Context: an optimization exercise on an open-source flow, tuned for small area. The choices shown serve that exercise and are no tape-out recipe. Only simulation tests tie the RTL to the original design; equivalence was not proved. Power figures rest on the tool's default switching activity, not on a simulated workload.

==> design/flow/design.v <==
package omok_board_pkg;
    localparam int board_dim  = 10;
    localparam int cell_count = board_dim * board_dim;
    typedef logic [6:0] pos_t;
    localparam pos_t cursor_home = 7'd44;
    localparam logic [1:0] cell_empty = 2'b00;
    localparam logic [1:0] cell_black = 2'b10;
    localparam logic [1:0] cell_white = 2'b11;
    typedef struct packed {
        logic occupied;
        logic white;
    } cell_bits_t;
    typedef union packed {
        logic [1:0] code;
        cell_bits_t bits;
    } cell_t;
    typedef logic [2*cell_count-1:0] board_t;  
endpackage
package omok_rules_pkg;
    localparam int win_len = 5;
    localparam int arm_len        = 3;
    localparam int forbidden_arms = 2;
    localparam int check_lo = 3;
    localparam int check_hi = 6;
endpackage
module omok_top (
    input  logic         clk,
    input  logic         rst,
    input  logic         btn_left,
    input  logic         btn_right,
    input  logic         btn_up,
    input  logic         btn_down,
    input  logic         put,
    output logic [6:0]   cursor_pos,
    output logic [199:0] board,
    output logic [6:0]   move_count,
    output logic         black_win,
    output logic         white_win
);
    logic [3:0]  row, col;
    logic        left_prev, right_prev, up_prev, down_prev, put_prev;
    logic        forbidden;
    logic        win_pend;       
    logic [99:0] occ, wb;
    assign cursor_pos = {row, 3'b000} + {2'b00, row, 1'b0} + {3'b000, col};
    always_comb begin
        for (int i = 0; i < 100; i++) begin
            board[2*i+1] = occ[i];
            board[2*i]   = wb[i];
        end
    end
    logic w;                     
    assign w = move_count[0];
    logic [9:0] rs, cs;          
    always_comb begin
        for (int k = 0; k < 10; k++) begin
            rs[k] = row == 4'(k);
            cs[k] = col == 4'(k);
        end
    end
    logic [99:0] own;
    assign own = occ & ~(wb ^ {100{w}});
    logic [9:0] H, OH, V, OV, D, A;
    logic [4:0] dd, ss;
    assign dd = 5'(col) - 5'(row);
    assign ss = 5'(col) + 5'(row);
    always_comb begin
        H = '0; OH = '0; V = '0; OV = '0; D = '0; A = '0;
        for (int r = 0; r < 10; r++) begin
            for (int j = 0; j < 10; j++) begin
                H[j]  = H[j]  | (rs[r] & own[r*10+j]);
                OH[j] = OH[j] | (rs[r] & occ[r*10+j]);
                V[j]  = V[j]  | (cs[r] & own[j*10+r]);
                if (r >= 3 && r <= 6)
                    OV[j] = OV[j] | (cs[r] & occ[j*10+r]);
            end
        end
        for (int d = -5; d <= 5; d++) begin
            for (int j = 0; j < 10; j++) begin
                if (j + d >= 0 && j + d <= 9)
                    D[j] = D[j] | ((dd == 5'(d)) & own[j*10+j+d]);
            end
        end
        for (int s = 4; s <= 14; s++) begin
            for (int j = 0; j < 10; j++) begin
                if (s - j >= 0 && s - j <= 9)
                    A[j] = A[j] | ((ss == 5'(s)) & own[j*10+s-j]);
            end
        end
    end
    function automatic logic five(logic [9:0] l);
        five = 1'b0;
        for (int s = 0; s <= 5; s++) five = five | (&l[s+:5]);
    endfunction
    logic win_hit;
    assign win_hit = five(H | cs) | five(V | rs) | five(D | rs) | five(A | rs);
    logic arm_r, arm_l, arm_u, arm_d, in_win, forb_next;
    always_comb begin
        arm_r = 1'b0; arm_l = 1'b0; arm_u = 1'b0; arm_d = 1'b0;
        for (int k = 3; k <= 6; k++) begin
            arm_r = arm_r | (cs[k] & H[k+1] & H[k+2] & ~OH[k+3]);
            arm_l = arm_l | (cs[k] & H[k-1] & H[k-2] & ~OH[k-3]);
            arm_d = arm_d | (rs[k] & V[k+1] & V[k+2] & ~OV[k+3]);
            arm_u = arm_u | (rs[k] & V[k-1] & V[k-2] & ~OV[k-3]);
        end
        in_win    = (|rs[6:3]) & (|cs[6:3]);
        forb_next = in_win & (3'(arm_r) + 3'(arm_l) + 3'(arm_u) + 3'(arm_d) == 3'd2);
    end
    logic cell_free, accept;
    assign cell_free = ~|(cs & OH);
    assign accept    = put & ~put_prev & cell_free & ~forbidden & ~black_win & ~white_win;
    logic fire_r, fire_l, fire_u, fire_d;
    assign fire_r = btn_right & ~right_prev;
    assign fire_l = btn_left  & ~left_prev;
    assign fire_u = btn_up    & ~up_prev;
    assign fire_d = btn_down  & ~down_prev;
    always_ff @(posedge clk or posedge rst) begin
        if (rst) begin
            row        <= 4'd4;
            col        <= 4'd4;
            left_prev  <= 1'b0;
            right_prev <= 1'b0;
            up_prev    <= 1'b0;
            down_prev  <= 1'b0;
            put_prev   <= 1'b0;
            forbidden  <= 1'b0;
            win_pend   <= 1'b0;
            black_win  <= 1'b0;
            white_win  <= 1'b0;
            move_count <= 7'd0;
            occ        <= '0;
            wb         <= '0;
        end else begin
            left_prev  <= btn_left;
            right_prev <= btn_right;
            up_prev    <= btn_up;
            down_prev  <= btn_down;
            put_prev   <= put;
            if (fire_r && col != 4'd9)      col <= col + 4'd1;
            else if (fire_l && col != 4'd0) col <= col - 4'd1;
            else if (fire_u && row != 4'd0) row <= row - 4'd1;
            else if (fire_d && row != 4'd9) row <= row + 4'd1;
            forbidden  <= forb_next;
            win_pend   <= accept & win_hit;
            if (win_pend) begin
                if (move_count[0]) black_win <= 1'b1;
                else               white_win <= 1'b1;
            end
            if (accept) move_count <= move_count + 7'd1;
            for (int r = 0; r < 10; r++) begin
                for (int c = 0; c < 10; c++) begin
                    if (accept && rs[r] && cs[c]) begin
                        occ[r*10+c] <= 1'b1;
                        wb[r*10+c]  <= w;
                    end
                end
            end
        end
    end
endmodule
==> design/flow/run.sh <==
#!/bin/bash
# synth_recipe.tcl (not shown) runs the flow's synth.tcl, then flattens the netlist and writes it again
# the make line also repeats each setting of config.mk as NAME=value (left out here)
make -C /OpenROAD-flow-scripts/flow DESIGN_CONFIG=/design/flow/config.mk WORK_HOME=/design/flow/orfs CLKGATE_MAP_FILE= SYNTH_SCRIPT=/design/flow/synth_recipe.tcl finish
==> design/flow/config.mk <==
export PLATFORM = sky130hd
export DESIGN_NAME = omok_top
export DESIGN_NICKNAME = omok_top
export VERILOG_FILES = /design/flow/design.v
export SDC_FILE = /design/flow/constraint.sdc
export NUM_CORES = 4
export LEC_CHECK = 0
export CAP_MARGIN = 20
export CORE_MARGIN = 2
export CORE_UTILIZATION = 40
export SLEW_MARGIN = 20
==> design/flow/constraint.sdc <==
create_clock -name core_clock -period 18.0 [get_ports {clk}]
set_input_delay 3.6000 -clock core_clock [delete_from_list [all_inputs] [get_ports {clk}]]
set_output_delay 3.6000 -clock core_clock [all_outputs]
set_load 0.01 [all_outputs]
==> flow_metrics.env, run 1 <==
export IMPL_status="finished clean"
export IMPL_grtUsageTotal_pct=40.84
export IMPL_firstDrtPassIters=7
export IMPL_clockBufferDepth=3
export IMPL_ant_nets=0
export IMPL_ys_seq_area_share_pct=37.74
export IMPL_grt_pass1_wl_mm=112.0
export IMPL_rows=70
export IMPL_clkSinkCount=224
export IMPL_cts_hold_fix_buffers=0
export IMPL_crit_path_end_kind="output pin"
export IMPL_max_slew_worst_pin_slew_ns=1.151
export IMPL_core_um2=36610
export IMPL_finClkSkew_ns=0.01317
export IMPL_yosys_area_share_simple_pct=24.37
export IMPL_layout_drive_gt1_share_pct=17.69
export IMPL_route_detailed_drc=0
export IMPL_grt_max_degree=96
export IMPL_cp_cell_sequence="buf_4, fa_1, fa_1, a21o_1, a21oi_1, xnor2_1, clkdlybuf4s50_1"
export IMPL_rrSetupSlack_ns=12.57
export IMPL_p_switching_mw=1.944
export IMPL_p_sw_share_pct=54.52
export IMPL_internal_power_mw=1.622
export IMPL_synth_top_family_by_area="simple AND/OR/NAND/NOR gates"
export IMPL_dpl_hpwl_mm=58.28
export IMPL_area_growth_pct=22.91
export IMPL_worst_path_most_repeated_cell="fa_1"
export IMPL_whs_ns=0.4610
export IMPL_critPathMaxStageDelay_ns=0.57
export IMPL_cts_resized=0
export IMPL_cts_setup_buffers=0
export IMPL_syn_num_nets=1658
export IMPL_via_per_inst=6.644
export IMPL_drt_initial_drc_count=2393
export IMPL_p_seq_share_pct=24.7
export IMPL_multi_input_area_um2=8706
export IMPL_period_minus_slack_ns=7.212
export IMPL_synth_top_area_cell="dfrtp_1"
export IMPL_fmax_ghz=0.1387
export IMPL_chipHeight_um=196.7
export IMPL_pwr_share_comb_pct=62.0
export IMPL_clk_transition_reported_paths_ns=0.06
export IMPL_htreeDepth=1
export IMPL_synth_edf_count=0
export IMPL_avgRoutedWirePerCell_um=34.78
export IMPL_crit_fanout=46
export IMPL_io_pin_count=223
export IMPL_place_congestion=1.042
export IMPL_required_ns=14.40
export IMPL_cts_buffers=25
export IMPL_netlist_area_um2=14860
export IMPL_crit_family="buffers and inverters"
export IMPL_worst_hold_path_type="register to register"
export IMPL_cp_start_kind="register"
export IMPL_criticalPathCategory="register to output pin"
export IMPL_die_area_um2=38710
export IMPL_critPathSlowestCell="fa_1"
export IMPL_cp_arrival_ns=3.61
export IMPL_synth_avg_cell_area_um2=9.178
export IMPL_synthFlopType="dfrtp_1"
export IMPL_slew_headroom_pct=22.57
export IMPL_grt_overflow=0
export IMPL_routed_wl_mm=79.90
export IMPL_synth_top_area_share_pct=37.39
export IMPL_yosysWarnings=1
export IMPL_seq_area_um2=5612
export IMPL_cts_root_buf="clkbuf_16"
export IMPL_die_w_um=196.7
export IMPL_drv_slew=0
export IMPL_synth_async_reset_ratio_pct=100.0
export IMPL_start_util_pct=40.59
export IMPL_vias=15260
export IMPL_cap_violations=0
export IMPL_antenna_found_initial=3
export IMPL_ys_top_cells_by_area="dfrtp_1 (37%), mux2_2 (7.0%), xnor2_1 (6.8%)"
export IMPL_rsz0062_at_grt="false"
export IMPL_cts_tree="done"
export IMPL_p_leak_nw=7.318
export IMPL_grt_pass1_vias=14820
export IMPL_irDropWorstVdd_uv=104.2
export IMPL_portBuffers=222
export IMPL_clkLatencyLatePin_ns=0.54
export IMPL_finalHoldViolCount=0
export IMPL_synth_mux_area_share_pct=8.479
export IMPL_synth_seq_cells=224
export IMPL_synth_xor_area_share_pct=7.132
export IMPL_yosysMostFrequentCell="dfrtp_1"
export IMPL_synth_compound_area_share_pct=15.39
export IMPL_setup_viol=0
export IMPL_p_clk_share_pct=13.3
export IMPL_path_buf_inv=2
export IMPL_nFillCells=3451
export IMPL_synth_cell_types=83
export IMPL_power_density_nw_per_um2=195.3
export IMPL_nets=1851
export IMPL_finalCritPeriodShare_pct=40.07
export IMPL_synthTopCellsByCount="dfrtp_1 (222), nand3_1 (147), nand2_1 (142), nor2_1 (136), xnor2_1 (116)"
export IMPL_finalSetupTns_ns=0
export IMPL_synth_fa_ha_area_share_pct=2.947
export IMPL_syn_instance_count=1619
==> logic make-up (layout without fill, tap and decap cells) <==
| family | after synthesis | count (layout) |
|---|---|---|
| muxes | 108 | 108 |
| other | 0 | 3 |
| adders and majority gates | 32 | 32 |
| xor gates and xnor gates | 121 | 121 |
| buffers and inverters | 116 | 323 |
| DFF | 224 | 224 |
| and+or+nand+nor | 693 | 693 |
| AOI/OAI and AO/OA | 325 | 325 |
==> sequential cells by signal, indices dropped and copies added, names as in the netlist, 4 cells and up <==
name / flops
occ: 100
wb: 100
move_count: 7
col: 4
row: 4
==> layer usage <==
| layer | part of all wire, % | routed length [µm] | track usage, % |
|---|---|---|---|
| met5 | 0.081 | 65 | 0 |
| met4 | 7.0 | 5612 | 24.14 |
| met3 | 11 | 8625 | 11.89 |
| met2 | 42 | 33860 | 60.01 |
| met1 | 40 | 31740 | 53.37 |
==> metrics by stage <==
| step | utilization (%) | setup WS, ns | cell area, µm² | power (mW) | std cells |
|---|---|---|---|---|---|
| final | 49.89 | 10.79 | 18260 | 3.567 | 2297 |
| after global routing | 49.87 | 10.72 | 18260 | 3.650 | 2294 |
| after CTS | 49.87 | 10.78 | 18260 | 3.470 | 2294 |
| after detailed placement | 47.84 | 10.78 | 17520 | 2.980 | 2253 |
| after global placement | 47.84 | 10.87 | 17520 | 2.981 | 2253 |
| after floorplan | - | 8.269 | 14860 | 1.952 | 1619 |
==> final cells by class <==
cell class / instances / area share, %
multi-input cells: 1279 / 47.67
flip-flops and latches: 224 / 30.73
repair buffers: 264 / 13.89
clock buffers: 37 / 3.946
well taps: 468 / 3.206
inverters: 18 / 0.4110
clock inverters: 4 / 0.1096
diodes: 3 / 0.04110
==> path summary, 6_finish.rpt <==
kind | cells after the start | to | from
worst max-delay path | 7 | cursor_pos[6] | row[2]$_DFFE_PP1P_
worst min-delay path | 1 | move_count[6]$_DFFE_PP0P_ | move_count[6]$_DFFE_PP0P_
worst max register to register | 12 | win_pend$_DFF_PP0_ | row[2]$_DFFE_PP1P_
worst min register to register | 1 | move_count[6]$_DFFE_PP0P_ | move_count[6]$_DFFE_PP0P_
max in group asynchronous | 4 | move_count[0]$_DFFE_PP0P_ | rst
min in group asynchronous | 2 | wb[36]$_DFFE_PP0P_ | rst
==> layout by cell type, fill, tap and decap left out, types with 11 or more instances in the layout <==
master	n
a21oi_1	36
a22oi_1	37
a31oi_1	16
and3b_1	12
buf_4	42
clkbuf_16	25
clkdlybuf4s50_1	222
dfrtp_1	221
ha_1	27
inv_1	15
mux2_1	11
mux2_2	92
nand2_1	138
nand2_2	13
nand2b_1	12
nand3_1	147
nand4_1	28
nor2_1	136
nor2b_1	12
nor3_1	22
o2111ai_1	15
o21ai_0	49
o22ai_1	64
or2_2	100
xnor2_1	116
==> power groups by stage <==
| stage | clock network [mW] | logic (mW) | registers (mW) |
|---|---|---|---|
| after global placement | 0 | 2.10 | 0.876 |
| after floorplan | 0 | 1.14 | 0.811 |
| after CTS | 0.483 | 2.12 | 0.871 |
| final | 0.474 | 2.21 | 0.880 |
| after global routing | 0.502 | 2.26 | 0.889 |
| after detailed placement | 0 | 2.10 | 0.876 |
==> inputs of run 2 (changes only) <==
--- a/design/flow/design.v
+++ b/design/flow/design.v
@@ -65,4 +65,11 @@
     assign dd = 5'(col) - 5'(row);
     assign ss = 5'(col) + 5'(row);
+    logic [10:0] asel;
+    always_comb begin
+        asel = '0;
+        for (int r = 0; r < 10; r++)
+            for (int c = 0; c < 10; c++)
+                if (c + r >= 4 && c + r <= 14) asel[c+r-4] = asel[c+r-4] | (rs[r] & cs[c]);
+    end
     always_comb begin
         H = '0; OH = '0; V = '0; OV = '0; D = '0; A = '0;
@@ -85,5 +92,5 @@
             for (int j = 0; j < 10; j++) begin
                 if (s - j >= 0 && s - j <= 9)
-                    A[j] = A[j] | ((ss == 5'(s)) & own[j*10+s-j]);
+                    A[j] = A[j] | (asel[s-4] & own[(s-j)*10+j]);
             end
         end
@@ -94,5 +101,5 @@
     endfunction
     logic win_hit;
-    assign win_hit = five(H | cs) | five(V | rs) | five(D | rs) | five(A | rs);
+    assign win_hit = five(H | cs) | five(V | rs) | five(D | rs) | five(A | cs);
     logic arm_r, arm_l, arm_u, arm_d, in_win, forb_next;
     always_comb begin
@@ -110,4 +117,16 @@
     assign cell_free = ~|(cs & OH);
     assign accept    = put & ~put_prev & cell_free & ~forbidden & ~black_win & ~white_win;
+    logic [9:0]  ra, raw;
+    logic [99:0] occ_n, wb_n;
+    assign ra  = rs & {10{accept}};
+    assign raw = ra & {10{w}};
+    always_comb begin
+        for (int r = 0; r < 10; r++) begin
+            for (int c = 0; c < 10; c++) begin
+                occ_n[r*10+c] = occ[r*10+c] | (ra[r] & cs[c]);
+                wb_n[r*10+c]  = wb[r*10+c]  | (raw[r] & cs[c]);
+            end
+        end
+    end
     logic fire_r, fire_l, fire_u, fire_d;
     assign fire_r = btn_right & ~right_prev;
@@ -148,12 +167,6 @@
             end
             if (accept) move_count <= move_count + 7'd1;
-            for (int r = 0; r < 10; r++) begin
-                for (int c = 0; c < 10; c++) begin
-                    if (accept && rs[r] && cs[c]) begin
-                        occ[r*10+c] <= 1'b1;
-                        wb[r*10+c]  <= w;
-                    end
-                end
-            end
+            occ <= occ_n;
+            wb  <= wb_n;
         end
     end
==> design/flow/flow/run.sh (new file) <==
#!/bin/bash
# Standard ORFS layout (standard synthesis unchanged) with buf_1 port buffers
# and a clock tree of clkbuf_8 without dummy loads. make's full output goes to layout.log;
# each ORFS step also keeps its own log under orfs/logs.
set -euo pipefail
CTS="-sink_clustering_enable -repair_clock_nets -dont_use_dummy_load"
CTS="$CTS -buf_list sky130_fd_sc_hd__clkbuf_8 -sink_clustering_size 15 -sink_clustering_max_diameter 50"
bash standard.sh \
  "BUFFER_PORTS_ARGS=-buffer_cell sky130_fd_sc_hd__buf_1" \
  "CTS_ARGS=$CTS" \
  finish > layout.log 2>&1
==> design/flow/standard.sh (new file) <==
#!/bin/bash
# synth_recipe.tcl (not shown) runs the flow's synth.tcl, then flattens the netlist and writes it again
# the make line also repeats each setting of config.mk as NAME=value (left out here)
make -C /OpenROAD-flow-scripts/flow DESIGN_CONFIG=/design/flow/config.mk WORK_HOME=/design/flow/orfs CLKGATE_MAP_FILE= SYNTH_SCRIPT=/design/flow/synth_recipe.tcl "${@:-finish}"
--- a/design/flow/config.mk
+++ b/design/flow/config.mk
@@ -8,4 +8,5 @@
 export CAP_MARGIN = 20
 export CORE_MARGIN = 2
-export CORE_UTILIZATION = 40
+export CORE_UTILIZATION = 45
+export PLACE_DENSITY = 0.6
 export SLEW_MARGIN = 20
removed: design/flow/run.sh
==> flow_metrics.env, run 2 <==
export IMPL_finalSetupTns_ns=0
export IMPL_chipHeight_um=180.0
export IMPL_finalHoldViolCount=0
export IMPL_crit_fanout=31
export IMPL_vias=14880
export IMPL_netlist_area_um2=13940
export IMPL_cp_start_kind="register"
export IMPL_die_area_um2=32410
export IMPL_yosysWarnings=1
export IMPL_rows=64
export IMPL_nets=1723
export IMPL_power_density_nw_per_um2=173.4
export IMPL_syn_instance_count=1506
export IMPL_clk_transition_reported_paths_ns=0.08
export IMPL_ys_seq_area_share_pct=40.22
export IMPL_ant_nets=0
export IMPL_firstDrtPassIters=9
export IMPL_setup_viol=0
export IMPL_synthFlopType="dfrtp_1"
export IMPL_clockBufferDepth=3
export IMPL_status="finished clean"
export IMPL_grt_max_degree=86
export IMPL_grt_overflow=0
export IMPL_p_leak_nw=5.784
export IMPL_cp_cell_sequence="ha_1, ha_1, fa_1, a21o_1, a21oi_1, xnor2_1, buf_1"
export IMPL_synth_avg_cell_area_um2=9.258
export IMPL_cts_root_buf="clkbuf_8"
export IMPL_synth_top_area_cell="dfrtp_1"
export IMPL_synth_async_reset_ratio_pct=100.0
export IMPL_worst_path_most_repeated_cell="ha_1"
export IMPL_io_pin_count=223
export IMPL_cts_hold_fix_buffers=0
export IMPL_via_per_inst=7.145
export IMPL_syn_num_nets=1541
export IMPL_finClkSkew_ns=0.05649
export IMPL_synthTopCellsByCount="dfrtp_1 (222), o21bai_1 (202), nand2_1 (165), xnor2_1 (116), nand3_1 (93)"
export IMPL_finalCritPeriodShare_pct=37.46
export IMPL_synth_cell_types=81
export IMPL_core_um2=30590
export IMPL_portBuffers=222
export IMPL_criticalPathCategory="register to output pin"
export IMPL_final_common_cell="buf_1"
export IMPL_drt_initial_drc_count=2674
export IMPL_antenna_found_initial=1
export IMPL_cts_setup_buffers=0
export IMPL_crit_path_end_kind="output pin"
export IMPL_cts_resized=0
export IMPL_synth_edf_count=0
export IMPL_final_cell_mix="buf_1 (222), dfrtp_1 (221), o21bai_1 (202)"
export IMPL_whs_ns=0.4761
export IMPL_cp_arrival_ns=3.14
export IMPL_slew_headroom_pct=18.05
export IMPL_cap_violations=0
export IMPL_critPathSlowestCell="dfstp_2"
export IMPL_irDropWorstVdd_uv=93.61
export IMPL_required_ns=14.40
export IMPL_period_minus_slack_ns=6.743
export IMPL_synth_top_area_share_pct=39.85
export IMPL_fmax_ghz=0.1483
export IMPL_synth_seq_cells=224
export IMPL_layout_drive_gt1_share_pct=5.991
export IMPL_drv_slew=0
export IMPL_grt_pass1_wl_mm=104.0
export IMPL_area_growth_pct=10.94
export IMPL_die_w_um=180.0
export IMPL_clkSinkCount=224
export IMPL_path_buf_inv=1
export IMPL_crit_family="adder cells"
export IMPL_max_slew_worst_pin_slew_ns=1.228
export IMPL_yosysMostFrequentCell="dfrtp_1"
export IMPL_largest_registers="occ (100), wb (100), move_count (7)"
export IMPL_grt_pass1_vias=14120
export IMPL_cts_tree="done"
export IMPL_critPathMaxStageDelay_ns=0.90
export IMPL_dpl_hpwl_mm=53.87
export IMPL_routed_wl_mm=73.84
export IMPL_rsz0062_at_grt="false"
export IMPL_start_util_pct=45.58
export IMPL_worst_hold_path_type="register to register"
export IMPL_grtUsageTotal_pct=43.97
export IMPL_route_detailed_drc=0
export IMPL_ys_top_cells_by_area="dfrtp_1 (40%), o21bai_1 (11%), xnor2_1 (7.3%)"
export IMPL_clkLatencyLatePin_ns=0.60
export IMPL_cts_buffers=23
export IMPL_htreeDepth=1
export IMPL_place_congestion=1.119
export IMPL_avgRoutedWirePerCell_um=35.45
## run 2: cell types whose count changed after synthesis, sizes merged, moves of 16 or more
cell    previous run  this run
o21bai             0       202
nor2             156        54
or2              100         2
mux2             103         7
nand3            147        93
clkbuf            55        71
## run 2: logic make-up (layout without fill, tap and decap cells)
family                   Yosys count  after routing  share of synthesized area, %
buffers and inverters            127            307                         4.092
flip-flops                       224            224                         40.22
adder cells (fa/ha/maj)           28             28                         2.728
multiplexers                      11             11                         1.032
other                              0              1                             0
XOR/XNOR                         120            120                         7.538
AO/OA/AOI/OAI                    534            534                         27.69
AND/OR/NAND/NOR                  462            462                         16.70
## run 2: per-stage QoR
| stage | utilization [%] | setup slack [ns] | total power [mW] | instance area [µm²] | cells |
|---|---|---|---|---|---|
| after floorplan | - | 8.269 | 1.678 | 13940 | 1506 |
| after global placement | 49.45 | 11.91 | 2.308 | 15130 | 2056 |
| after detailed placement | 49.51 | 11.86 | 2.309 | 15140 | 2058 |
| after CTS | 50.54 | 11.26 | 2.598 | 15460 | 2081 |
| after global routing | 50.56 | 11.17 | 2.750 | 15460 | 2082 |
| final | 50.56 | 11.26 | 2.682 | 15470 | 2083 |
## run 2: routing by layer
| layer | vias to the layer above | track usage [%] | share of wire (%) |
|---|---|---|---|
| met5 | - | 0 | 0.018 |
| met4 | 2 | 22.26 | 6.6 |
| met3 | 305 | 14.57 | 13 |
| met2 | 1260 | 62.45 | 41 |
| met1 | 7337 | 59.88 | 39 |
| li1 | 5980 | - | - |
## run 2: final timing paths
kind	start	endpoint	slack (ns)	depth (start not counted)
min in group asynchronous	rst	wb[92]$_DFF_PP0_	3.11	2
min reg2reg	move_count[6]$_DFFE_PP0P_	move_count[6]$_DFFE_PP0P_	0.48	1
max reg2reg	row[2]$_DFFE_PP1P_	forbidden$_DFF_PP0_	12.75	17
max in group asynchronous	rst	occ[95]$_DFF_PP0_	13.45	3
max	col[2]$_DFFE_PP1N_	cursor_pos[6]	11.26	7
min	move_count[6]$_DFFE_PP0P_	move_count[6]$_DFFE_PP0P_	0.48	1
## run 2: final cells by class
cell class                 count  area [µm²]
timing repair buffer         269        1181
clock buffer                  23       316.6
inverter                      15       63.81
multi-input combinational   1155        7796
tap                          396       495.5
antenna                        1       2.502
fill                        2985       15120
sequential                   224        5612
## run 2: power breakdown
| group | switching (mW) | total (mW) | leakage [nW] | internal (mW) |
|---|---|---|---|---|
| combinational | 1.10 | 1.56 | 2.55 | 0.464 |
| clock | 0.172 | 0.286 | 0.165 | 0.113 |
| sequential | 0.218 | 0.835 | 3.07 | 0.616 |
| total | 1.49 | 2.68 | 5.78 | 1.19 |
## run 2: worst register-to-register path: stages (launching register included)
cell and delay [ns]:
dfstp_2 0.55, buf_4 0.48, nor2b_1 0.89, nand2_1 0.71, buf_4 0.45, o22ai_1 0.20, a311oi_1 0.06, nand2_1 0.13
a21oi_1 0.07, a21oi_1 0.32, a21oi_1 0.12, fa_1 0.50, inv_1 0.04, ha_1 0.17, ha_1 0.19, nor2_1 0.08
nand2_1 0.05, nor3_1 0.15
==> inputs of run 3 (changes only) <==
--- a/design/flow/config.mk
+++ b/design/flow/config.mk
@@ -8,5 +8,5 @@
 export CAP_MARGIN = 20
 export CORE_MARGIN = 2
-export CORE_UTILIZATION = 45
-export PLACE_DENSITY = 0.6
+export CORE_UTILIZATION = 52
+export PLACE_DENSITY = 0.68
 export SLEW_MARGIN = 20
==> flow_metrics.env, run 3 <==
export IMPL_cap_violations=0
export IMPL_hold_path_end="move_count[6]$_DFFE_PP0P_"
export IMPL_yosysMostFrequentCell="dfrtp_1"
export IMPL_synth_seq_cells=224
export IMPL_rrSetupSlack_ns=12.33
export IMPL_place_congestion=1.099
export IMPL_irDropWorstVdd_uv=154.9
export IMPL_synth_avg_cell_area_um2=9.258
export IMPL_cp_arrival_ns=3.07
export IMPL_internal_power_mw=1.178
export IMPL_grt_pass1_vias=14330
export IMPL_rsz0062_at_grt="false"
export IMPL_period_minus_slack_ns=6.672
export IMPL_pwr_share_comb_pct=57.8
export IMPL_cts_hold_fix_buffers=0
export IMPL_nFillCells=2404
export IMPL_yosysWarnings=1
export IMPL_clk_transition_reported_paths_ns=0.07
export IMPL_wl_met2_mm=28.83
export IMPL_cts_resized=0
export IMPL_grt_pass1_wl_mm=100.2
export IMPL_largest_registers="occ (100), wb (100), move_count (7)"
export IMPL_p_clk_share_pct=10.5
export IMPL_cts_setup_buffers=0
export IMPL_grtUsageTotal_pct=48.96
export IMPL_placed_cell_area_um2=14980
export IMPL_grt_overflow=0
export IMPL_vias=15120
export IMPL_cp_start_kind="register"
export IMPL_top_layer_used="met5"
export IMPL_finalCritPeriodShare_pct=37.07
export IMPL_routed_wl_mm=70.40
export IMPL_portBuffers=222
export IMPL_p_seq_share_pct=31.7
export IMPL_status="finished clean"
export IMPL_synth_cell_types=81
export IMPL_netlist_area_um2=13940
export IMPL_drv_slew=0
export IMPL_crit_fanout=31
export IMPL_reg2reg_depth=15
export IMPL_clkSinkCount=224
export IMPL_crit_path_end_kind="output pin"
export IMPL_synth_async_reset_ratio_pct=100.0
export IMPL_fin_area_um2=15290
export IMPL_synth_top_area_cell="dfrtp_1"
export IMPL_syn_instance_count=1506
export IMPL_ys_top_cells_by_area="dfrtp_1 (40%), o21bai_1 (11%), xnor2_1 (7.3%)"
export IMPL_drt_initial_drc_count=2785
export IMPL_min_delay_start="move_count[6]$_DFFE_PP0P_"
export IMPL_avgRoutedWirePerCell_um=35.00
export IMPL_area_growth_pct=9.666
export IMPL_synth_top_area_share_pct=39.85
export IMPL_synth_edf_count=0
export IMPL_fmax_ghz=0.1499
export IMPL_max_slew_worst_pin_slew_ns=1.299
export IMPL_cts_buffers=22
export IMPL_required_ns=14.40
export IMPL_ys_seq_area_share_pct=40.22
export IMPL_total_power_mw=2.638
export IMPL_core_um2=26210
export IMPL_dpl_hpwl_mm=50.85
export IMPL_die_w_um=167.7
export IMPL_setup_viol=0
export IMPL_synthTopCellsByCount="dfrtp_1 (222), o21bai_1 (202), nand2_1 (165), xnor2_1 (116), nand3_1 (93)"
export IMPL_chipHeight_um=167.7
export IMPL_htreeDepth=1
export IMPL_antenna_found_initial=2
export IMPL_p_leak_nw=5.725
export IMPL_grt_max_degree=142
export IMPL_final_common_cell="buf_1"
export IMPL_io_pin_count=223
export IMPL_rows=59
export IMPL_whs_path_depth=1
export IMPL_clkLatencyLatePin_ns=0.58
export IMPL_synthFlopType="dfrtp_1"
export IMPL_layout_drive_gt1_share_pct=5.137
export IMPL_worst_hold_path_type="register to register"
export IMPL_p_sw_share_pct=55.34
export IMPL_crit_reg2reg_launch="row[2]$_DFFE_PP1P_"
export IMPL_clockBufferDepth=3
export IMPL_cts_root_buf="clkbuf_8"
export IMPL_route_detailed_drc=0
export IMPL_cts_tree="done"
export IMPL_die_area_um2=28140
export IMPL_via_per_inst=7.519
export IMPL_wl_met3_mm=10.92
export IMPL_p_switching_mw=1.460
export IMPL_seq_area_um2=5612
export IMPL_power_density_nw_per_um2=172.5
export IMPL_finClkSkew_ns=0.06607
export IMPL_multi_input_area_um2=7780
export IMPL_whs_ns=0.4731
export IMPL_firstDrtPassIters=10
export IMPL_nets=1711
export IMPL_start_util_pct=53.20
export IMPL_ant_nets=0
export IMPL_syn_num_nets=1541
export IMPL_slew_headroom_pct=12.73
export IMPL_final_cell_mix="buf_1 (222), dfrtp_1 (221), o21bai_1 (202)"
export IMPL_worstReg2RegEnd="forbidden$_DFF_PP0_"
export IMPL_criticalPathCategory="register to output pin"
export IMPL_finalHoldViolCount=0
export IMPL_finalSetupTns_ns=0
export IMPL_m1WireLength_mm=25.84
## run 3: cell counts after synthesis
Identical to the previous run, type by type.
## run 3: final cells by class
cell class                 instances  share of cell area, %
sequential                       224                  36.70
inverter                          15                 0.4173
tap                              335                  2.741
multi-input combinational       1155                  50.88
timing repair buffer             258                  7.242
clock buffer                      22                  1.980
antenna                            2                0.03273
## run 3: through the flow
stage,utilization (%),setup WS [ns],cells
detailed placement,57.15,11.90,1987
global route,58.32,11.19,2009
finish,58.34,11.33,2011
global placement,57.15,11.94,1987
floorplan,-,8.269,1506
CTS,58.31,11.34,2009
## run 3: worst max-delay path by stage
stage | from | endpoint | cells after the start
floorplan | rst | black_win$_DFFE_PP0P_ | 1
global placement | col[2]$_DFFE_PP1N_ | cursor_pos[6] | 7
detailed placement | col[2]$_DFFE_PP1N_ | cursor_pos[6] | 7
CTS | col[2]$_DFFE_PP1N_ | cursor_pos[6] | 7
global route | col[2]$_DFFE_PP1N_ | cursor_pos[6] | 7
finish | col[2]$_DFFE_PP1N_ | cursor_pos[6] | 7
## run 3: per-layer routing
| metal | GRT usage, % | up-vias |
|---|---|---|
| met1 | 63.97 | 7317 |
| met2 | 69.96 | 1492 |
| met4 | 24.50 | 4 |
| met3 | 20.18 | 343 |
| li1 | - | 5964 |
| met5 | 0 | - |
## run 3: logic make-up (layout without fill, tap and decap cells)
family,Yosys count,count (layout),share of synthesized area (%)
compound gates,534,534,27.69
simple gates,462,462,16.70
flops,224,224,40.22
buf+inv,127,295,4.092
mux,11,11,1.032
fa+ha+maj,28,28,2.728
other cells,0,2,0
xor+xnor,120,120,7.538
## run 3: power by group through the flow
stage,registers [mW],logic (mW),clock network [mW]
4_1_cts,0.824,1.43,0.279
5_1_grt,0.848,1.55,0.295
2_1_floorplan,0.782,0.896,0
3_3_place_gp,0.828,1.41,0
6_report,0.836,1.52,0.277
3_5_place_dp,0.832,1.43,0
## run 3: critical path, stage by stage (launching register included)
cell and delay (ns):
dfstp_2 0.87, ha_1 0.35, ha_1 0.22, fa_1 0.47
a21o_1 0.18, a21oi_1 0.16, xnor2_1 0.13, buf_1 0.16
==> inputs of run 4 (changes only) <==
--- a/design/flow/config.mk
+++ b/design/flow/config.mk
@@ -8,5 +8,5 @@
 export CAP_MARGIN = 20
 export CORE_MARGIN = 2
-export CORE_UTILIZATION = 52
-export PLACE_DENSITY = 0.68
+export CORE_UTILIZATION = 56
+export PLACE_DENSITY = 0.72
 export SLEW_MARGIN = 20
==> flow_metrics.env, run 4 <==
export IMPL_finalSetupTns_ns=0
export IMPL_synth_edf_count=0
export IMPL_setup_viol=0
export IMPL_p_clk_share_pct=10.2
export IMPL_fmax_ghz=0.1474
export IMPL_crit_path_end_kind="output pin"
export IMPL_p_switching_mw=1.537
export IMPL_whs_ns=0.4812
export IMPL_synth_top_area_cell="dfrtp_1"
export IMPL_irDropWorstVdd_uv=262.1
export IMPL_cp_arrival_ns=3.19
export IMPL_final_common_cell="buf_1"
export IMPL_ys_seq_area_share_pct=40.22
export IMPL_cp_start_kind="register"
export IMPL_yosysMostFrequentCell="dfrtp_1"
export IMPL_crit_fanout=31
export IMPL_chipHeight_um=161.8
export IMPL_ys_top_cells_by_area="dfrtp_1 (40%), o21bai_1 (11%), xnor2_1 (7.3%)"
export IMPL_largest_registers="occ (100), wb (100), move_count (7)"
export IMPL_firstDrtPassIters=12
export IMPL_status="finished clean"
export IMPL_syn_instance_count=1506
export IMPL_finClkSkew_ns=0.08698
export IMPL_finalHoldViolCount=0
export IMPL_grtUsageTotal_pct=54.02
export IMPL_grt_pass1_wl_mm=102.4
export IMPL_max_slew_worst_pin_slew_ns=1.246
export IMPL_area_growth_pct=10.03
export IMPL_core_um2=24390
export IMPL_synthTopCellsByCount="dfrtp_1 (222), o21bai_1 (202), nand2_1 (165), xnor2_1 (116), nand3_1 (93)"
export IMPL_syn_num_nets=1541
export IMPL_place_congestion=1.112
export IMPL_cts_root_buf="clkbuf_8"
export IMPL_whs_path_depth=1
export IMPL_yosysWarnings=1
export IMPL_layout_drive_gt1_share_pct=5.707
export IMPL_cap_violations=0
export IMPL_cts_setup_buffers=0
export IMPL_grt_overflow=0
export IMPL_route_detailed_drc=0
export IMPL_reg2reg_depth=10
export IMPL_min_delay_start="win_pend$_DFF_PP0_"
export IMPL_multi_input_area_um2=7791
export IMPL_synth_seq_cells=224
export IMPL_cts_tree="done"
export IMPL_criticalPathCategory="register to output pin"
export IMPL_cts_hold_fix_buffers=0
export IMPL_period_minus_slack_ns=6.786
export IMPL_via_per_inst=7.810
export IMPL_slew_headroom_pct=16.91
export IMPL_grt_pass1_vias=14990
export IMPL_crit_reg2reg_launch="row[0]$_DFFE_PP0P_"
export IMPL_finalCritPeriodShare_pct=37.70
export IMPL_grt_max_degree=77
export IMPL_required_ns=14.40
export IMPL_io_pin_count=223
export IMPL_synth_cell_types=81
export IMPL_hold_path_end="black_win$_DFFE_PP0P_"
export IMPL_portBuffers=222
export IMPL_rsz0062_at_grt="false"
export IMPL_die_w_um=161.8
export IMPL_drv_slew=0
export IMPL_clk_transition_reported_paths_ns=0.08
export IMPL_internal_power_mw=1.201
export IMPL_synth_async_reset_ratio_pct=100.0
export IMPL_rows=57
export IMPL_synth_top_area_share_pct=39.85
export IMPL_clkLatencyLatePin_ns=0.60
export IMPL_p_sw_share_pct=56.13
export IMPL_worst_hold_path_type="register to register"
export IMPL_htreeDepth=1
export IMPL_routed_wl_mm=72.61
export IMPL_vias=15670
export IMPL_start_util_pct=57.16
export IMPL_cts_resized=0
export IMPL_antenna_found_initial=3
export IMPL_ant_nets=0
export IMPL_synthFlopType="dfrtp_1"
export IMPL_clockBufferDepth=3
export IMPL_clkSinkCount=224
export IMPL_worstReg2RegEnd="occ[86]$_DFF_PP0_"
export IMPL_p_seq_share_pct=30.4
export IMPL_power_density_nw_per_um2=178.5
export IMPL_drt_initial_drc_count=3217
export IMPL_netlist_area_um2=13940
export IMPL_rrSetupSlack_ns=12.02
export IMPL_nFillCells=1966
export IMPL_synth_avg_cell_area_um2=9.258
export IMPL_final_cell_mix="buf_1 (222), dfrtp_1 (221), o21bai_1 (202)"
export IMPL_avgRoutedWirePerCell_um=36.18
export IMPL_nets=1719
export IMPL_cts_buffers=22
export IMPL_p_leak_nw=5.765
export IMPL_die_area_um2=26170
export IMPL_pwr_share_comb_pct=59.4
export IMPL_seq_area_um2=5612
export IMPL_dpl_hpwl_mm=51.91
==> run 4: cell count changes in the layout (fill, tap and decap cells not counted) <==
| cell | delta |
|---|---|
| nor4_1 | -1 |
| diode_2 | -1 |
| nor3b_2 | +1 |
| nor3b_1 | -1 |
| nor4_2 | +1 |
| buf_4 | +9 |
| buf_6 | -1 |
==> run 4: critical path, cell delays in order (launching register included) <==
cell and delay, ns:
dfstp_2 0.91, ha_1 0.35, ha_1 0.23, fa_1 0.47, a21o_1 0.17, a21oi_1 0.21
xnor2_1 0.15, buf_1 0.17
==> run 4: cell type report <==
| cell class | count | area share, % |
|---|---|---|
| well taps | 324 | 2.643 |
| flip-flops and latches | 224 | 36.58 |
| diodes | 1 | 0.01631 |
| inverters | 15 | 0.4160 |
| repair buffers | 266 | 7.585 |
| clock buffers | 22 | 1.974 |
| multi-input cells | 1155 | 50.79 |
==> run 4: power groups by stage <==
stage          Clock (mW)  Combinational (mW)  Sequential (mW)
3_3_place_gp            0                1.47            0.814
4_1_cts             0.276                1.50            0.814
6_report            0.279                1.63            0.832
2_1_floorplan           0               0.896            0.782
5_1_grt             0.290                1.64            0.836
3_5_place_dp            0                1.49            0.822
==> run 4: routing by layer <==
layer | part of all wire, % | global-route usage [%]
met3 | 16 | 25.10
met1 | 34 | 66.19
met2 | 40 | 77.47
met4 | 9.3 | 32.98
met5 | 0.11 | 0.1894
==> run 4: logic make-up after synthesis <==
logic type	Yosys count	synth area share, %
multiplexers	11	1.032
adder cells (fa/ha/maj)	28	2.728
AND/OR/NAND/NOR	462	16.70
flip-flops	224	40.22
buffers and inverters	127	4.092
AO/OA/AOI/OAI	534	27.69
XOR/XNOR	120	7.538
==> run 4: how the worst max path moves through the flow <==
| stage | slack [ns] | end | start |
|---|---|---|---|
| finish | 11.21 | cursor_pos[6] | col[2]$_DFFE_PP1N_ |
| global route | 11.12 | cursor_pos[6] | col[2]$_DFFE_PP1N_ |
| CTS | 11.22 | cursor_pos[6] | col[2]$_DFFE_PP1N_ |
| detailed placement | 11.61 | occ[13]$_DFF_PP0_ | put |
| global placement | 11.89 | cursor_pos[6] | col[2]$_DFFE_PP1N_ |
| floorplan | 8.27 | black_win$_DFFE_PP0P_ | rst |
==> run 4: stage by stage <==
step / utilization (%) / instance area, µm² / power (mW) / std cells / setup slack [ns]
floorplan: - / 13940 / 1.678 / 1506 / 8.269
global placement: 61.62 / 15030 / 2.288 / 1984 / 11.89
detailed placement: 61.62 / 15030 / 2.314 / 1984 / 11.61
CTS: 62.86 / 15330 / 2.592 / 2006 / 11.22
global route: 62.89 / 15340 / 2.762 / 2006 / 11.12
finish: 62.90 / 15340 / 2.738 / 2007 / 11.21
==> inputs of run 5 (changes only) <==
==> design/flow/flow/run.sh (replaced) <==
#!/bin/bash
# Standard ORFS layout (standard synthesis unchanged) with buf_1 port buffers
# and a clock tree of clkbuf_4 without dummy loads. make's full output goes to layout.log;
# each ORFS step also keeps its own log under orfs/logs.
set -euo pipefail
CTS="-sink_clustering_enable -repair_clock_nets -dont_use_dummy_load"
CTS="$CTS -buf_list sky130_fd_sc_hd__clkbuf_4 -sink_clustering_size 10 -sink_clustering_max_diameter 40"
bash standard.sh \
  "BUFFER_PORTS_ARGS=-buffer_cell sky130_fd_sc_hd__buf_1" \
  "CTS_ARGS=$CTS" \
  finish > layout.log 2>&1
--- a/design/flow/config.mk
+++ b/design/flow/config.mk
@@ -8,5 +8,5 @@
 export CAP_MARGIN = 20
 export CORE_MARGIN = 2
-export CORE_UTILIZATION = 56
-export PLACE_DENSITY = 0.72
+export CORE_UTILIZATION = 45
+export PLACE_DENSITY = 0.6
 export SLEW_MARGIN = 20
==> flow_metrics.env, run 5 <==
export IMPL_synth_seq_cells=224
export IMPL_cp_start_kind="register"
export IMPL_period_minus_slack_ns=6.876
export IMPL_fmax_ghz=0.1454
export IMPL_place_congestion=1.119
export IMPL_final_util_pct=50.35
export IMPL_irDropWorstVdd_uv=94.40
export IMPL_rrSetupSlack_ns=12.78
export IMPL_via_per_inst=7.160
export IMPL_clockBufferDepth=3
export IMPL_reg2reg_depth=16
export IMPL_crit_fanout=31
export IMPL_fin_cells=2093
export IMPL_cap_violations=0
export IMPL_synth_cell_types=81
export IMPL_synth_async_reset_ratio_pct=100.0
export IMPL_cts_hold_fix_buffers=0
export IMPL_crit_path_end_kind="output pin"
export IMPL_chipHeight_um=180.0
export IMPL_whs_path_depth=1
export IMPL_synthTopCellsByCount="dfrtp_1 (222), o21bai_1 (202), nand2_1 (165), xnor2_1 (116), nand3_1 (93)"
export IMPL_die_area_um2=32410
export IMPL_largest_registers="occ (100), wb (100), move_count (7)"
export IMPL_firstDrtPassIters=8
export IMPL_layout_drive_gt1_share_pct=6.545
export IMPL_clk_transition_reported_paths_ns=0.10
export IMPL_grt_pass1_wl_mm=104.0
export IMPL_finalHoldViolCount=0
export IMPL_cts_setup_buffers=0
export IMPL_synthFlopType="dfrtp_1"
export IMPL_vias=14990
export IMPL_netlist_area_um2=13940
export IMPL_area_growth_pct=10.46
export IMPL_ys_seq_area_share_pct=40.22
export IMPL_drv_slew=0
export IMPL_grt_pass1_vias=14240
export IMPL_routed_wl_mm=74.28
export IMPL_max_slew_worst_pin_slew_ns=1.231
export IMPL_status="finished clean"
export IMPL_required_ns=14.40
export IMPL_yosysWarnings=1
export IMPL_criticalPathCategory="register to output pin"
export IMPL_ant_nets=0
export IMPL_placed_cell_area_um2=15140
export IMPL_io_pin_count=223
export IMPL_worst_hold_path_type="register to register"
export IMPL_grtUsageTotal_pct=44.06
export IMPL_final_cell_mix="buf_1 (222), dfrtp_1 (221), o21bai_1 (202)"
export IMPL_rsz0062_at_grt="false"
export IMPL_dpl_hpwl_mm=53.87
export IMPL_clkLatencyLatePin_ns=0.68
export IMPL_route_detailed_drc=0
export IMPL_final_common_cell="buf_1"
export IMPL_die_w_um=180.0
export IMPL_yosysMostFrequentCell="dfrtp_1"
export IMPL_start_util_pct=45.58
export IMPL_finalCritPeriodShare_pct=38.20
export IMPL_antenna_found_initial=1
export IMPL_synth_top_area_share_pct=39.85
export IMPL_synth_top_area_cell="dfrtp_1"
export IMPL_syn_num_nets=1541
export IMPL_clkSinkCount=224
export IMPL_ys_top_cells_by_area="dfrtp_1 (40%), o21bai_1 (11%), xnor2_1 (7.3%)"
export IMPL_setup_viol=0
export IMPL_p_leak_nw=5.773
export IMPL_synth_edf_count=0
export IMPL_whs_ns=0.4789
export IMPL_cp_arrival_ns=3.28
export IMPL_avgRoutedWirePerCell_um=35.49
export IMPL_grt_max_degree=86
export IMPL_finalSetupTns_ns=0
export IMPL_cts_tree="done"
export IMPL_syn_instance_count=1506
export IMPL_synth_avg_cell_area_um2=9.258
export IMPL_rows=64
export IMPL_power_density_nw_per_um2=172.5
export IMPL_cts_buffers=34
export IMPL_nFillCells=3001
export IMPL_finClkSkew_ns=0.1249
export IMPL_slew_headroom_pct=17.85
export IMPL_drt_initial_drc_count=2375
export IMPL_htreeDepth=2
export IMPL_cts_resized=0
export IMPL_core_um2=30590
export IMPL_portBuffers=222
export IMPL_fin_area_um2=15400
export IMPL_cts_root_buf="clkbuf_4"
export IMPL_grt_overflow=0
export IMPL_nets=1733
export IMPL_place_inst=2058
run 5: cell counts after synthesis:
No cell type changed its count.
run 5: final cells by class:
type / instances / area, µm² / share of cell area [%]
multi-input combinational: 1155 / 7796 / 50.62
sequential: 224 / 5612 / 36.44
timing repair buffer: 268 / 1176 / 7.637
tap: 396 / 495.5 / 3.217
clock buffer: 34 / 255.2 / 1.657
inverter: 15 / 63.81 / 0.4143
antenna: 1 / 2.502 / 0.01625
run 5: cell families after synthesis:
logic type	synth area share, %
buffers and inverters	4.092
XOR/XNOR	7.538
adder cells (fa/ha/maj)	2.728
flip-flops	40.22
AO/OA/AOI/OAI	27.69
multiplexers	1.032
AND/OR/NAND/NOR	16.70
run 5: metrics by stage:
stage	worst slack, ns	power [mW]
after detailed placement	11.86	2.309
after global placement	11.91	2.308
after floorplan	8.269	1.678
final	11.12	2.656
after global routing	11.06	2.723
after CTS	11.14	2.570
run 5: worst paths after layout:
path,startpoint,to
setup / recovery,col[2]$_DFFE_PP1N_,cursor_pos[6]
setup reg to reg,row[0]$_DFFE_PP0P_,forbidden$_DFF_PP0_
max in group asynchronous,rst,occ[95]$_DFF_PP0_
hold reg to reg,move_count[6]$_DFFE_PP0P_,move_count[6]$_DFFE_PP0P_
hold / removal,move_count[6]$_DFFE_PP0P_,move_count[6]$_DFFE_PP0P_
min in group asynchronous,rst,occ[88]$_DFF_PP0_
run 5: power breakdown:
part / internal, mW / switching [mW]
sequential: 0.616 / 0.218
clock: 0.0867 / 0.172
combinational: 0.463 / 1.10
total: 1.17 / 1.49
run 5: routing by layer:
| metal | up-vias | global-route usage, % | share of wire (%) |
|---|---|---|---|
| li1 | 6012 | - | - |
| met1 | 7348 | 59.97 | 39 |
| met2 | 1298 | 61.98 | 41 |
| met3 | 328 | 15.16 | 14 |
| met4 | 0 | 22.77 | 6.4 |
| met5 | - | 0 | 0 |
run 5: worst max-delay path, cell delays in order, from the launching register on:
cell     delay [ns]
dfstp_2        0.91
ha_1           0.35
ha_1           0.22
fa_1           0.46
a21o_1         0.18
a21oi_1        0.19
xnor2_1        0.13
buf_1          0.17
==> inputs of run 6 (changes only) <==
--- a/design/flow/config.mk
+++ b/design/flow/config.mk
@@ -8,5 +8,5 @@
 export CAP_MARGIN = 20
 export CORE_MARGIN = 2
-export CORE_UTILIZATION = 45
-export PLACE_DENSITY = 0.6
+export CORE_UTILIZATION = 52
+export PLACE_DENSITY = 0.68
 export SLEW_MARGIN = 20
==> flow_metrics.env, run 6 <==
export IMPL_fin_area_um2=15250
export IMPL_rows=59
export IMPL_synth_cell_types=81
export IMPL_synth_async_reset_ratio_pct=100.0
export IMPL_fmax_ghz=0.1481
export IMPL_htreeDepth=2
export IMPL_worst_hold_path_type="register to register"
export IMPL_route_detailed_drc=0
export IMPL_synth_top_area_cell="dfrtp_1"
export IMPL_rsz0062_at_grt="false"
export IMPL_clk_transition_reported_paths_ns=0.10
export IMPL_critPathSlowestCell="dfstp_2"
export IMPL_final_common_cell="buf_1"
export IMPL_grt_pass1_wl_mm=100.4
export IMPL_total_power_mw=2.621
export IMPL_grt_pass1_vias=14370
export IMPL_syn_num_nets=1541
export IMPL_synth_seq_cells=224
export IMPL_portBuffers=222
export IMPL_placed_cell_area_um2=14980
export IMPL_crit_fanout=31
export IMPL_finalSetupTns_ns=0
export IMPL_worst_path_most_repeated_cell="ha_1"
export IMPL_max_slew_worst_pin_slew_ns=1.304
export IMPL_cp_cell_sequence="ha_1, ha_1, fa_1, a21o_1, a21oi_1, xnor2_1, buf_1"
export IMPL_finalHoldViolCount=0
export IMPL_final_cell_mix="buf_1 (222), dfrtp_1 (221), o21bai_1 (202)"
export IMPL_cts_hold_fix_buffers=0
export IMPL_cts_root_buf="clkbuf_4"
export IMPL_drv_slew=0
export IMPL_synth_top_area_share_pct=39.85
export IMPL_synth_avg_cell_area_um2=9.258
export IMPL_io_pin_count=223
export IMPL_crit_path_end_kind="output pin"
export IMPL_setup_viol=0
export IMPL_via_per_inst=7.469
export IMPL_whs_ns=0.4767
export IMPL_yosysMostFrequentCell="dfrtp_1"
export IMPL_dpl_hpwl_mm=50.85
export IMPL_ys_top_cells_by_area="dfrtp_1 (40%), o21bai_1 (11%), xnor2_1 (7.3%)"
export IMPL_vias=15120
export IMPL_grt_overflow=0
export IMPL_required_ns=14.40
export IMPL_die_w_um=167.7
export IMPL_synth_edf_count=0
export IMPL_irDropWorstVdd_uv=155.5
export IMPL_ys_seq_area_share_pct=40.22
export IMPL_chipHeight_um=167.7
export IMPL_syn_instance_count=1506
export IMPL_start_util_pct=53.20
export IMPL_slew_headroom_pct=12.42
export IMPL_area_growth_pct=9.396
export IMPL_ant_nets=0
export IMPL_grt_max_degree=142
export IMPL_power_density_nw_per_um2=171.8
export IMPL_clkSinkCount=224
export IMPL_finClkSkew_ns=0.08363
export IMPL_firstDrtPassIters=10
export IMPL_clockBufferDepth=3
export IMPL_clkLatencyLatePin_ns=0.67
export IMPL_largest_registers="occ (100), wb (100), move_count (7)"
export IMPL_nets=1724
export IMPL_status="finished clean"
export IMPL_die_area_um2=28140
export IMPL_grtUsageTotal_pct=49.17
export IMPL_cts_setup_buffers=0
export IMPL_core_um2=26210
export IMPL_yosysWarnings=1
export IMPL_criticalPathCategory="register to output pin"
export IMPL_finalCritPeriodShare_pct=37.51
export IMPL_nFillCells=2409
export IMPL_cp_arrival_ns=3.15
export IMPL_layout_drive_gt1_share_pct=5.868
export IMPL_critPathMaxStageDelay_ns=0.87
export IMPL_netlist_area_um2=13940
export IMPL_avgRoutedWirePerCell_um=34.71
export IMPL_cts_resized=0
export IMPL_routed_wl_mm=70.30
export IMPL_cap_violations=0
export IMPL_synthTopCellsByCount="dfrtp_1 (222), o21bai_1 (202), nand2_1 (165), xnor2_1 (116), nand3_1 (93)"
export IMPL_cp_start_kind="register"
export IMPL_place_congestion=1.099
export IMPL_drt_initial_drc_count=2746
export IMPL_synthFlopType="dfrtp_1"
export IMPL_cts_buffers=35
export IMPL_period_minus_slack_ns=6.752
export IMPL_p_leak_nw=5.728
export IMPL_cts_tree="done"
export IMPL_antenna_found_initial=4
## run 6: cell count changes in the layout (fill, tap and decap cells not counted), sizes merged
cell and delta:
diode +2, buf -10, clkbuf +1
## run 6: critical path: cells and delay by family, from the launching register on
family | cells | cell delay, ns
AO/OA/AOI/OAI | 2 | 0.34
XOR/XNOR | 1 | 0.13
adder cells (fa/ha/maj) | 3 | 1.03
flip-flops | 1 | 0.87
buffers and inverters | 1 | 0.16
## run 6: layout make-up
type / instances / area (µm²) / area share [%]
Antenna cell: 3 / 7.507 / 0.04922
Clock buffer: 35 / 262.8 / 1.723
Inverter: 15 / 63.81 / 0.4184
Multi-Input combinational cell: 1155 / 7780 / 51.01
Sequential cell: 224 / 5612 / 36.79
Tap cell: 335 / 419.2 / 2.748
Timing Repair Buffer: 258 / 1107 / 7.260
## run 6: final timing paths
check | startpoint | end | slack [ns] | cells after the start
max | col[2]$_DFFE_PP1N_ | cursor_pos[6] | 11.25 | 7
min | move_count[6]$_DFFE_PP0P_ | move_count[6]$_DFFE_PP0P_ | 0.48 | 1
min in group asynchronous | rst | wb[82]$_DFF_PP0_ | 3.16 | 2
min reg2reg | move_count[6]$_DFFE_PP0P_ | move_count[6]$_DFFE_PP0P_ | 0.48 | 1
max reg2reg | row[0]$_DFFE_PP0P_ | forbidden$_DFF_PP0_ | 12.40 | 15
max in group asynchronous | rst | row[3]$_DFFE_PP0P_ | 13.43 | 3
## run 6: power by group
group | switching (mW) | internal, mW | total [mW]
logic | 1.07 | 0.453 | 1.53
clock network | 0.170 | 0.0894 | 0.260
registers | 0.220 | 0.616 | 0.836
total | 1.46 | 1.16 | 2.62
## run 6: metal layers
metal	vias to the layer above	share of wire (%)	global-route usage, %
met5	-	0.11	0
met4	4	7.1	26.35
met3	412	16	21.25
met2	1506	41	68.85
met1	7209	36	64.12
li1	5993	-	-
## run 6: logic make-up (layout without fill, tap and decap cells)
group | Yosys count | count (layout) | synth area share, %
compound gates | 534 | 534 | 27.69
xor+xnor | 120 | 120 | 7.538
fa+ha+maj | 28 | 28 | 2.728
buf+inv | 127 | 308 | 4.092
flops | 224 | 224 | 40.22
mux | 11 | 11 | 1.032
other cells | 0 | 3 | 0
simple gates | 462 | 462 | 16.70
## run 6: per-stage QoR
step           worst slack, ns  util (%)  cells
4_1_cts                  11.23     58.16   2022
3_5_place_dp             11.90     57.15   1987
6_report                 11.25     58.20   2025
3_3_place_gp             11.94     57.15   1987
5_1_grt                  11.09     58.18   2023
2_1_floorplan            8.269         -   1506
==> inputs of run 7 (changes only) <==
--- a/design/flow/config.mk
+++ b/design/flow/config.mk
@@ -8,5 +8,5 @@
 export CAP_MARGIN = 20
 export CORE_MARGIN = 2
-export CORE_UTILIZATION = 52
-export PLACE_DENSITY = 0.68
+export CORE_UTILIZATION = 50
+export PLACE_DENSITY = 0.65
 export SLEW_MARGIN = 20
==> flow_metrics.env, run 7 <==
export IMPL_status="finished clean"
export IMPL_finalSetupTns_ns=0
export IMPL_grt_pass1_vias=14100
export IMPL_cts_resized=0
export IMPL_synthFlopType="dfrtp_1"
export IMPL_final_cell_mix="buf_1 (222), dfrtp_1 (221), o21bai_1 (202)"
export IMPL_synth_top_area_cell="dfrtp_1"
export IMPL_cp_arrival_ns=3.66
export IMPL_irDropWorstVdd_uv=99.08
export IMPL_synth_cell_types=81
export IMPL_synth_async_reset_ratio_pct=100.0
export IMPL_place_inst=2034
export IMPL_place_congestion=1.065
export IMPL_finClkSkew_ns=0.08207
export IMPL_layout_setup_ws_ns=10.74
export IMPL_min_delay_start="move_count[6]$_DFFE_PP0P_"
export IMPL_area_growth_pct=9.648
export IMPL_fin_area_um2=15290
export IMPL_synth_mux_area_share_pct=1.032
export IMPL_start_util_pct=50.46
export IMPL_period_minus_slack_ns=7.262
export IMPL_worst_hold_path_type="register to register"
export IMPL_placed_cell_area_um2=15060
export IMPL_setup_viol=0
export IMPL_slew_headroom_pct=16.34
export IMPL_synth_top_area_share_pct=39.85
export IMPL_io_pin_count=223
export IMPL_cts_hold_fix_buffers=0
export IMPL_cts_root_buf="clkbuf_4"
export IMPL_crit_path_end_kind="output pin"
export IMPL_yosysWarnings=1
export IMPL_worst_path_most_repeated_cell="fa_1"
export IMPL_synth_compound_area_share_pct=27.69
export IMPL_cts_setup_buffers=0
export IMPL_synth_edf_count=0
export IMPL_core_um2=27630
export IMPL_rows=61
export IMPL_synth_fa_ha_area_share_pct=2.728
export IMPL_layout_drive_gt1_share_pct=5.757
export IMPL_cts_buffers=29
export IMPL_max_slew_worst_pin_slew_ns=1.252
export IMPL_synth_avg_cell_area_um2=9.258
export IMPL_crit_fanout=42
export IMPL_ys_top_cells_by_area="dfrtp_1 (40%), o21bai_1 (11%), xnor2_1 (7.3%)"
export IMPL_yosysMostFrequentCell="dfrtp_1"
export IMPL_synth_top_family_by_area="compound AO/OA/AOI/OAI gates"
export IMPL_crit_reg2reg_launch="row[0]$_DFFE_PP0P_"
export IMPL_whs_ns=0.4990
export IMPL_criticalPathCategory="register to output pin"
export IMPL_crit_start="row[2]$_DFFE_PP1P_"
export IMPL_clk_transition_reported_paths_ns=0.09
export IMPL_grtUsageTotal_pct=47.95
export IMPL_die_area_um2=29240
export IMPL_avgRoutedWirePerCell_um=34.61
export IMPL_place_ws_ns=11.54
export IMPL_synth_seq_cells=224
export IMPL_cap_violations=0
export IMPL_fin_cells=2066
export IMPL_clkSinkCount=224
export IMPL_route_detailed_drc=0
export IMPL_ys_seq_area_share_pct=40.22
export IMPL_multi_input_area_um2=7780
export IMPL_largest_registers="occ (100), wb (100), move_count (7)"
export IMPL_vias=15000
export IMPL_synth_xor_area_share_pct=7.538
export IMPL_die_w_um=171.0
export IMPL_total_power_mw=2.622
export IMPL_chipHeight_um=171.0
export IMPL_clkLatencyLatePin_ns=0.78
export IMPL_finalHoldViolCount=0
export IMPL_routed_wl_mm=71.51
export IMPL_seq_area_um2=5612
export IMPL_dpl_hpwl_mm=51.36
export IMPL_nets=1722
export IMPL_rsz0062_at_grt="false"
export IMPL_portBuffers=222
export IMPL_antenna_found_initial=1
export IMPL_nFillCells=2596
export IMPL_cts_tree="done"
export IMPL_p_leak_nw=5.716
export IMPL_power_density_nw_per_um2=171.5
export IMPL_cp_start_kind="register"
export IMPL_clockBufferDepth=3
export IMPL_netlist_area_um2=13940
export IMPL_via_per_inst=7.262
export IMPL_ant_nets=0
export IMPL_syn_instance_count=1506
export IMPL_drt_initial_drc_count=2805
export IMPL_finalCritPeriodShare_pct=40.34
export IMPL_critPathMaxStageDelay_ns=1.24
export IMPL_critPathSlowestCell="dfstp_2"
export IMPL_synthTopCellsByCount="dfrtp_1 (222), o21bai_1 (202), nand2_1 (165), xnor2_1 (116), nand3_1 (93)"
export IMPL_final_common_cell="buf_1"
export IMPL_cp_cell_sequence="fa_1, fa_1, a21o_1, a21oi_1, xnor2_1, buf_1"
export IMPL_drv_slew=0
export IMPL_htreeDepth=1
export IMPL_grt_pass1_wl_mm=100.0
export IMPL_grt_overflow=0
export IMPL_required_ns=14.40
export IMPL_syn_num_nets=1541
export IMPL_firstDrtPassIters=17
export IMPL_final_util_pct=55.33
export IMPL_grt_max_degree=83
export IMPL_yosys_area_share_simple_pct=16.70
export IMPL_fmax_ghz=0.1377
==> run 7: changes by cell type in the layout (fill, tap and decap cells not counted) <==
cell / change
clkbuf_4: -6
buf_6: -1
buf_4: +5
==> run 7: layout make-up <==
cell class	instances	area share [%]
Antenna cell	3	0.04911
Clock buffer	29	1.424
Inverter	15	0.4174
Multi-Input combinational cell	1155	50.89
Sequential cell	224	36.71
Tap cell	378	3.094
Timing Repair Buffer	262	7.415
==> run 7: report_power, final <==
part / internal [mW] / switching [mW] / total, mW
logic: 0.462 / 1.07 / 1.53
registers: 0.616 / 0.236 / 0.852
clock network: 0.0733 / 0.169 / 0.243
total: 1.15 / 1.47 / 2.62
==> run 7: cells by family (layout without fill, tap and decap cells) <==
group	count (synthesis)	in the layout
AOI/OAI and AO/OA	534	534
xor gates and xnor gates	120	120
adders and majority gates	28	28
buffers and inverters	127	306
DFF	224	224
muxes	11	11
other	0	3
and+or+nand+nor	462	462
==> run 7: path summary, 6_finish.rpt <==
kind | to | slack [ns] | cells after the start
worst max-delay path | cursor_pos[6] | 10.74 | 6
worst min-delay path | move_count[6]$_DFFE_PP0P_ | 0.50 | 1
max in group asynchronous | move_count[0]$_DFFE_PP0P_ | 13.62 | 3
worst min register to register | move_count[6]$_DFFE_PP0P_ | 0.50 | 1
min in group asynchronous | wb[69]$_DFF_PP0_ | 2.88 | 2
worst max register to register | wb[35]$_DFF_PP0_ | 12.04 | 11
==> run 7: worst max-delay path, delay by kind of cell (launching register included) <==
family | cells | cell delay (ns)
buffers and inverters | 1 | 0.17
AOI/OAI and AO/OA | 2 | 0.37
DFF | 1 | 1.24
xor gates and xnor gates | 1 | 0.14
adders and majority gates | 2 | 1.03
==> run 7: per-layer routing <==
| metal | share of wire [%] | wire (µm) | vias up | GRT usage (%) |
|---|---|---|---|---|
| met2 | 40 | 28910 | 1370 | 66.16 |
| met1 | 37 | 26300 | 7243 | 62.70 |
| met4 | 7.6 | 5440 | 0 | 26.82 |
| met5 | 0 | 0 | - | 0 |
| met3 | 15 | 10860 | 400 | 20.56 |
| li1 | - | - | 5991 | - |
==> inputs of run 8 (changes only) <==
--- a/design/flow/flow/run.sh
+++ b/design/flow/flow/run.sh
@@ -5,5 +5,5 @@
 set -euo pipefail
 CTS="-sink_clustering_enable -repair_clock_nets -dont_use_dummy_load"
-CTS="$CTS -buf_list sky130_fd_sc_hd__clkbuf_4 -sink_clustering_size 10 -sink_clustering_max_diameter 40"
+CTS="$CTS -buf_list sky130_fd_sc_hd__clkbuf_4 -sink_clustering_size 8 -sink_clustering_max_diameter 35"
 bash standard.sh \
   "BUFFER_PORTS_ARGS=-buffer_cell sky130_fd_sc_hd__buf_1" \
--- a/design/flow/config.mk
+++ b/design/flow/config.mk
@@ -8,5 +8,5 @@
 export CAP_MARGIN = 20
 export CORE_MARGIN = 2
-export CORE_UTILIZATION = 50
-export PLACE_DENSITY = 0.65
+export CORE_UTILIZATION = 52
+export PLACE_DENSITY = 0.68
 export SLEW_MARGIN = 20
==> flow_metrics.env, run 8 <==
export IMPL_ys_top_cells_by_area="dfrtp_1 (40%), o21bai_1 (11%), xnor2_1 (7.3%)"
export IMPL_synth_cell_types=81
export IMPL_crit_reg2reg_launch="move_count[0]$_DFFE_PP0P_"
export IMPL_synth_fa_ha_area_share_pct=2.728
export IMPL_yosysMostFrequentCell="dfrtp_1"
export IMPL_cts_buffers=39
export IMPL_setup_viol=0
export IMPL_yosysWarnings=1
export IMPL_worst_hold_path_type="register to register"
export IMPL_cts_hold_fix_buffers=0
export IMPL_synth_async_reset_ratio_pct=100.0
export IMPL_netlist_area_um2=13940
export IMPL_final_common_cell="buf_1"
export IMPL_clk_transition_reported_paths_ns=0.09
export IMPL_routed_wl_mm=70.46
export IMPL_crit_fanout=31
export IMPL_placed_cell_area_um2=14980
export IMPL_syn_num_nets=1541
export IMPL_start_util_pct=53.20
export IMPL_die_w_um=167.7
export IMPL_ant_nets=0
export IMPL_chipHeight_um=167.7
export IMPL_cts_setup_buffers=0
export IMPL_final_cell_mix="buf_1 (222), dfrtp_1 (221), o21bai_1 (202)"
export IMPL_drv_slew=0
export IMPL_cp_start_kind="register"
export IMPL_layout_drive_gt1_share_pct=6.091
export IMPL_grtUsageTotal_pct=49.30
export IMPL_synth_top_family_by_area="compound AO/OA/AOI/OAI gates"
export IMPL_cp_arrival_ns=3.14
export IMPL_finClkSkew_ns=0.1178
export IMPL_crit_start="col[2]$_DFFE_PP1N_"
export IMPL_power_density_nw_per_um2=172.3
export IMPL_via_per_inst=7.470
export IMPL_irDropWorstVdd_uv=154.6
export IMPL_syn_instance_count=1506
export IMPL_synthTopCellsByCount="dfrtp_1 (222), o21bai_1 (202), nand2_1 (165), xnor2_1 (116), nand3_1 (93)"
export IMPL_grt_pass1_wl_mm=100.7
export IMPL_area_growth_pct=9.666
export IMPL_status="finished clean"
export IMPL_nets=1728
export IMPL_cap_violations=0
export IMPL_finalSetupTns_ns=0
export IMPL_p_leak_nw=5.746
export IMPL_htreeDepth=2
export IMPL_place_inst=1987
export IMPL_rows=59
export IMPL_grt_overflow=0
export IMPL_rsz0062_at_grt="false"
export IMPL_clockBufferDepth=3
export IMPL_route_detailed_drc=0
export IMPL_dpl_hpwl_mm=50.85
export IMPL_place_congestion=1.099
export IMPL_largest_registers="occ (100), wb (100), move_count (7)"
export IMPL_portBuffers=222
export IMPL_firstDrtPassIters=8
export IMPL_cts_root_buf="clkbuf_4"
export IMPL_synth_edf_count=0
export IMPL_finalCritPeriodShare_pct=37.44
export IMPL_layout_setup_ws_ns=11.26
export IMPL_grt_pass1_vias=14420
export IMPL_criticalPathCategory="register to output pin"
export IMPL_core_um2=26210
export IMPL_fin_area_um2=15290
export IMPL_fmax_ghz=0.1484
export IMPL_synth_compound_area_share_pct=27.69
export IMPL_place_ws_ns=11.90
export IMPL_cts_resized=0
export IMPL_yosys_area_share_simple_pct=16.70
export IMPL_io_pin_count=223
export IMPL_fin_cells=2032
-- run 8: logic make-up (layout without fill, tap and decap cells) --
family | count (synthesis) | count (layout)
buf+inv | 127 | 312
other cells | 0 | 6
mux | 11 | 11
simple gates | 462 | 462
flops | 224 | 224
compound gates | 534 | 534
fa+ha+maj | 28 | 28
xor+xnor | 120 | 120
-- run 8: worst max-delay path: stages (launching register included) --
cell and delay (ns):
dfstp_2 0.87, ha_1 0.34, ha_1 0.22, fa_1 0.47
a21o_1 0.18, a21oi_1 0.16, xnor2_1 0.13, buf_1 0.16
-- run 8: worst paths after layout --
path | to | slack [ns] | cells after the start
worst max-delay path | cursor_pos[6] | 11.26 | 7
worst min-delay path | move_count[6]$_DFFE_PP0P_ | 0.48 | 1
worst max register to register | forbidden$_DFF_PP0_ | 12.39 | 14
worst min register to register | move_count[6]$_DFFE_PP0P_ | 0.48 | 1
max in group asynchronous | row[3]$_DFFE_PP0P_ | 13.43 | 3
min in group asynchronous | occ[52]$_DFF_PP0_ | 3.17 | 2
-- run 8: report_power, final --
part | leakage, nW | internal [mW] | switching [mW]
combinational | 2.50 | 0.453 | 1.07
clock | 0.179 | 0.0991 | 0.175
sequential | 3.07 | 0.616 | 0.220
total | 5.75 | 1.17 | 1.47
-- run 8: cell type report --
cell class,instances,area (µm²),area share (%)
multi-input cells,1155,7780,50.88
flip-flops and latches,224,5612,36.70
repair buffers,258,1107,7.242
well taps,335,419.2,2.741
clock buffers,39,292.8,1.915
inverters,15,63.81,0.4173
diodes,6,15.01,0.09820
-- run 8: metrics by stage --
step | power, mW | util, % | hold WS, ns
floorplan | 1.678 | - | 0.4539
global placement | 2.242 | 57.15 | 0.4637
detailed placement | 2.259 | 57.15 | 0.4647
CTS | 2.533 | 58.27 | 0.4805
global route | 2.698 | 58.33 | 0.5018
finish | 2.634 | 58.34 | 0.4752
-- run 8: routing by layer --
metal	share of wire, %	global-route usage (%)	vias to the layer above
met3	16	20.94	385
met2	40	69.19	1490
li1	-	-	5993
met4	7.3	27.07	0
met5	0	0	-
met1	37	64.12	7312

Setup slack of run 8, layout unchanged: 11.260 ns with ideal ports, 11.206 ns with driving cells assumed (clock clkbuf_16, inputs buf_2), 11.904 ns with port delays also shifted by the 0.698 ns mid clock arrival.
